From an optimization exercise on the open Yosys and OpenROAD flow, aimed at small area, a short achievable clock period and few clock cycles; shortcuts taken in it are not production practice.
In this exercise RTL edits were held to simulation tests only and were not proved equivalent to the original.
The clock input has no modelled driver; a real chip could not lean on it and would need a root buffer or a full tree.
Power figures rest on the tool's default switching activity, not on a simulated workload.

## maple
// tandem_motif_repeat_detector
module tandem_motif_repeat_detector (
    input  logic                              aclk,
    input  logic                              aresetn,
    input  logic                              s_tvalid,
    output logic                              s_tready,
    input  logic [7:0]                        s_tdata,    
    input  logic [1:0]                        s_tuser,    
    input  logic                              s_tlast,    
    output logic                              m_tvalid,
    input  logic                              m_tready,
    output logic [7:0]                        m_tdata,    
    output logic [0:0]                        m_tuser,    
    input  logic                              cfg_valid,
    output logic                              cfg_ready,
    input  logic [tmr_pkg::CFG_IDX_W-1:0]     cfg_index,
    input  logic [tmr_pkg::CFG_DATA_W-1:0]    cfg_data
);
Size: ~850 cells after synthesis, roughly 220 flip-flops, about 94 I/O pins, ~0.010 mm² of cells after synthesis.
clock: 10.0 ns
lec_check: 0
cap_margin: 20
core_margin: 2
core_utilization: 70
slew_margin: 20
standard.sh (not shown) runs the stock make flow with config.mk's settings and CLKGATE_MAP_FILE= SYNTH_SCRIPT=/design/flow/synth_recipe.tcl, a recipe that flattens the netlist after the stock synthesis.
==> flow/flow/run.sh <==
#!/bin/bash
# The standard layout (standard.sh: standard synthesis and ORFS steps at
# the design's clock period and SDC), with these changes to how it is made:
#  - repair_timing aims for a setup slack of 7.2 ns at the 10 ns clock, so
#    sizing and buffering shorten the critical paths;
#  - buf_1 as the port buffer of every input and output (repair upsizes it
#    where timing needs);
#  - CTS with clkbuf_8 leaves of at most 16 sinks and no dummy loads;
#  - after CTS, the tree's root buffer is removed so the clock port drives
#    the tree's first level (2 clock buffers) directly.
# Each step's output goes to its own log: make_cts.log, drop_clock_root.log,
# make_finish.log here, and ORFS's per-step logs under orfs/logs/.
set -euo pipefail
export MY_ABC_SCRIPT=$PWD/flow/abc_area.script
KNOBS=(SYNTH_SCRIPT=$PWD/flow/synth.tcl
  SETUP_SLACK_MARGIN=7.35
  "BUFFER_PORTS_ARGS=-buffer_cell sky130_fd_sc_hd__buf_1"
  "CTS_ARGS=-sink_clustering_enable -repair_clock_nets -dont_use_dummy_load -root_buf sky130_fd_sc_hd__clkbuf_16 -buf_list sky130_fd_sc_hd__clkbuf_8 -sink_clustering_size 16 -sink_clustering_max_diameter 60")
bash standard.sh "${KNOBS[@]}" cts > make_cts.log 2>&1
RESULTS=$PWD/orfs/results/$FLOW_PLATFORM/tandem_motif_repeat_detector/base \
  openroad -no_init -exit flow/drop_clock_root.tcl > drop_clock_root.log 2>&1
bash standard.sh "${KNOBS[@]}" finish > make_finish.log 2>&1
==> flow/flow/abc_area.script <==
strash
&get -n
&fraig -x
&put
scorr
dc2
dretime
strash
&get -n
&dch -f
&nf -R 1000
&put
topo
stime -c
buffer -c
upsize -c
dnsize -c
==> flow/flow/synth.tcl <==
# The standard synthesis script (synth_recipe.tcl), except that ABC maps
# the logic with an area-oriented script (abc_area.script beside this file);
# registers are mapped before ABC, so they are the standard synthesis's.
proc synth {args} { yosys synth -nofsm -noshare {*}$args }
proc abc {args} {
  set i [lsearch -exact $args -script]
  if {$i >= 0} { set args [lreplace $args $i [expr {$i+1}] -script $::env(MY_ABC_SCRIPT)] }
  yosys abc {*}$args
}
source $::env(SCRIPTS_DIR)/synth.tcl
# left out here: clear keep_hierarchy, flatten, clean up, hide names made inside functions, write 1_2_yosys.v
Other scripts of this flow, unchanged in this note and not shown: flow/flow/drop_clock_root.tcl
Testbench counts of maple, summed over its fixed seeds: cycles 41,687.
[inputs] harbor vs maple
--- a/flow/flow/run.sh
+++ b/flow/flow/run.sh
@@ -14,3 +14 @@
-export MY_ABC_SCRIPT=$PWD/flow/abc_area.script
-KNOBS=(SYNTH_SCRIPT=$PWD/flow/synth.tcl
-  SETUP_SLACK_MARGIN=7.35
+KNOBS=(SETUP_SLACK_MARGIN=7.2
removed: flow/flow/abc_area.script
removed: flow/flow/synth.tcl
==> summary.txt <==
Looking at maple and harbor, the total power is a wash. The final reports for harbor and maple show area added between synthesis and finish lower in the former. Final core area utilization for harbor: 3.6 points down relative to maple. [diff] total wire length after detailed routing, harbor relative to maple: improvement. harbor went all the way through synthesis, placement and routing and the layout is clean on timing, DRC and antenna. When harbor is measured against maple, its combinational share of power turns out 0.3 points lower. Re routed length on met3: harbor is 23% down on maple. Sort maple and harbor by number of ordinary and repair buffers in the finished layout desc -> top: maple.
### harbor -> nickel
--- a/flow/flow/run.sh
+++ b/flow/flow/run.sh
@@ -14 +14,3 @@
-KNOBS=(SETUP_SLACK_MARGIN=7.2
+export MY_ABC_SCRIPT=$PWD/flow/abc_area.script
+KNOBS=(SYNTH_SCRIPT=$PWD/flow/synth.tcl
+  SETUP_SLACK_MARGIN=7.2
==> flow/flow/abc_area.script (new file) <==
strash
&get -n
&fraig -x
&put
scorr
dc2
dretime
strash
&get -n
&dch -f
&nf -R 1000
&put
topo
stime -c
buffer -c
upsize -c
dnsize -c
==> flow/flow/synth.tcl (new file) <==
# The standard synthesis script (synth_recipe.tcl), except that ABC maps
# the logic with an area-oriented script (abc_area.script beside this file);
# registers are mapped before ABC, so they are the standard synthesis's.
proc synth {args} { yosys synth -nofsm -noshare {*}$args }
proc abc {args} {
  set i [lsearch -exact $args -script]
  if {$i >= 0} { set args [lreplace $args $i [expr {$i+1}] -script $::env(MY_ABC_SCRIPT)] }
  yosys abc {*}$args
}
source $::env(SCRIPTS_DIR)/synth.tcl
# left out here: clear keep_hierarchy, flatten, clean up, hide names made inside functions, write 1_2_yosys.v
[summary]
- Initial core utilization is higher on nickel
- Non-clock buffer count of nickel falls short of that of harbor slightly.
- Flip-flop and latch count: nickel vs harbor identical
- Run comparison: nickel worst setup path endpoint u_cfg.motif_low_reg[17]$_DFFE_PP_; harbor worst setup path endpoint m_tvalid
- Count of standard-cell rows: nickel vs harbor down 1
- Summary — wire length of the first global-routing pass, nickel relative to harbor: higher, by 2.2%.
- harbor → nickel: clock network fraction of total power went up by 0.3 points; final cell count went down by 2.9%; total wire length went up by about 2.7%; critical path depth went up by 3.
- Per the comparison of nickel with harbor, well tap count shrank by 4; overall track demand over capacity in global routing moved up.
The following lists how yarrow was set up differently from nickel:
--- a/flow/flow/run.sh
+++ b/flow/flow/run.sh
@@ -2,2 +2,5 @@
-# The standard layout (standard.sh: standard synthesis and ORFS steps at
-# the design's clock period and SDC), with these changes to how it is made:
+# The standard layout (standard.sh: ORFS steps at the design's clock
+# period and SDC), with these changes to how it is made:
+#  - synthesis is standard.sh's (synth_recipe.tcl flow, same register
+#    mapping, flattening and renaming), except that ABC maps the logic with
+#    an area-oriented script (flow/synth.tcl, flow/abc_area.script);
@@ -18 +21 @@
-  "CTS_ARGS=-sink_clustering_enable -repair_clock_nets -dont_use_dummy_load -root_buf sky130_fd_sc_hd__clkbuf_16 -buf_list sky130_fd_sc_hd__clkbuf_8 -sink_clustering_size 16 -sink_clustering_max_diameter 60")
+  "CTS_ARGS=-sink_clustering_enable -repair_clock_nets -dont_use_dummy_load -root_buf sky130_fd_sc_hd__clkbuf_16 -buf_list sky130_fd_sc_hd__clkbuf_8 -sink_clustering_size 20 -sink_clustering_max_diameter 80")
--- a/flow/flow/abc_area.script
+++ b/flow/flow/abc_area.script
@@ -12,0 +13,5 @@
+strash
+&get -n
+&dch -f
+&nf -R 1000
+&put
From nickel to yarrow the numbers moved as follows: shortest clock period the worst path allows after layout up 0.0035 ns, total power shrank by 1.9%, tap cell count has increased, clock buffer count decreased by 3 relative to the old numbers. Starting utilization of the core area (yarrow over nickel): decrease, 1.6 points. Number of placed instances with taps included: yarrow < nickel. Max number of buffers and inverters on the critical path across yarrow and nickel: yarrow. Relative to nickel, area of the die increased by 57 µm² in yarrow. [yarrow] worst hold margin fell 0.0069 ns relative to nickel.
The inputs of violet differ from those of yarrow as listed below.
--- a/flow/flow/run.sh
+++ b/flow/flow/run.sh
@@ -19 +19 @@
-  SETUP_SLACK_MARGIN=7.2
+  SETUP_SLACK_MARGIN=7.3
@@ -21 +21 @@
-  "CTS_ARGS=-sink_clustering_enable -repair_clock_nets -dont_use_dummy_load -root_buf sky130_fd_sc_hd__clkbuf_16 -buf_list sky130_fd_sc_hd__clkbuf_8 -sink_clustering_size 20 -sink_clustering_max_diameter 80")
+  "CTS_ARGS=-sink_clustering_enable -repair_clock_nets -dont_use_dummy_load -root_buf sky130_fd_sc_hd__clkbuf_16 -buf_list sky130_fd_sc_hd__clkbuf_8 -sink_clustering_size 16 -sink_clustering_max_diameter 60")
Findings:
When violet is set beside yarrow, its worst setup slack turns out to be 0.035 ns larger. Where upper clock frequency limit is concerned, yarrow is outperformed by violet. Summary of the comparison: relative area change from synthesis to final layout is higher in violet, relative to yarrow. Of yarrow and violet, violet shows the lower data required time of the worst path, with yarrow above it.
diff inputs: violet => tundra
--- a/flow/flow/run.sh
+++ b/flow/flow/run.sh
@@ -2,5 +2,2 @@
-# The standard layout (standard.sh: ORFS steps at the design's clock
-# period and SDC), with these changes to how it is made:
-#  - synthesis is standard.sh's (synth_recipe.tcl flow, same register
-#    mapping, flattening and renaming), except that ABC maps the logic with
-#    an area-oriented script (flow/synth.tcl, flow/abc_area.script);
+# The standard layout (standard.sh: standard synthesis and ORFS steps at
+# the design's clock period and SDC), with these changes to how it is made:
@@ -19 +16 @@
-  SETUP_SLACK_MARGIN=7.3
+  SETUP_SLACK_MARGIN=7.2
[summary]
Global-route usage is higher on violet. violet → tundra: reported net switching power saw a decrease; overall routed net length down 1.4 mm; met3 layer wire length in the routed design saw a decrease; overall power down 20 µW; clock network fraction of total power dropped 0.3 points.

## afterwards: timing with drivers on the ports
How much do the figures lean on ideal ports? The routed layouts below were timed once more, with nothing changed but the port constraints. Step 1 (the two cells are an assumption about what drives the block):
set clk [get_ports {aclk}]
set_driving_cell -lib_cell sky130_fd_sc_hd__clkbuf_16 $clk
set_driving_cell -lib_cell sky130_fd_sc_hd__buf_2 [delete_from_list [all_inputs] $clk]
Step 2 times the ports against the registers' clock, not the clock port: input delays grow and output delays shrink by t, the midpoint of the rising clock arrivals with the driver on. a / b / c = no drivers / after step 1 / after step 2; a / b = the first two.
run	t (ns)	setup slack, ns	worst hold slack (ns)	worst setup path at the end	latest minus earliest clock arrival (ns)
maple	0.381	7.195 / 7.139 / 6.955	0.336 / 0.336 / 0.336	input to register	0.030 / 0.030
harbor	0.388	7.196 / 7.137 / 6.860	0.330 / 0.330 / 0.330	input to register	0.029 / 0.029
nickel	0.384	7.181 / 7.177 / 6.832	0.350 / 0.350 / 0.350	input to register	0.058 / 0.058
yarrow	0.362	7.177 / 7.152 / 6.844	0.343 / 0.343 / 0.343	input to register	0.071 / 0.071
violet	0.387	7.212 / 7.155 / 6.874	0.347 / 0.347 / 0.347	input to register	0.018 / 0.017
tundra	0.382	7.209 / 7.166 / 6.859	0.339 / 0.339 / 0.339	input to register	0.015 / 0.015
After both steps every run listed still meets setup and hold. For tundra, which loses most, drivers alone change the setup slack by -0.043 ns; drivers and shift together by -0.350 ns.
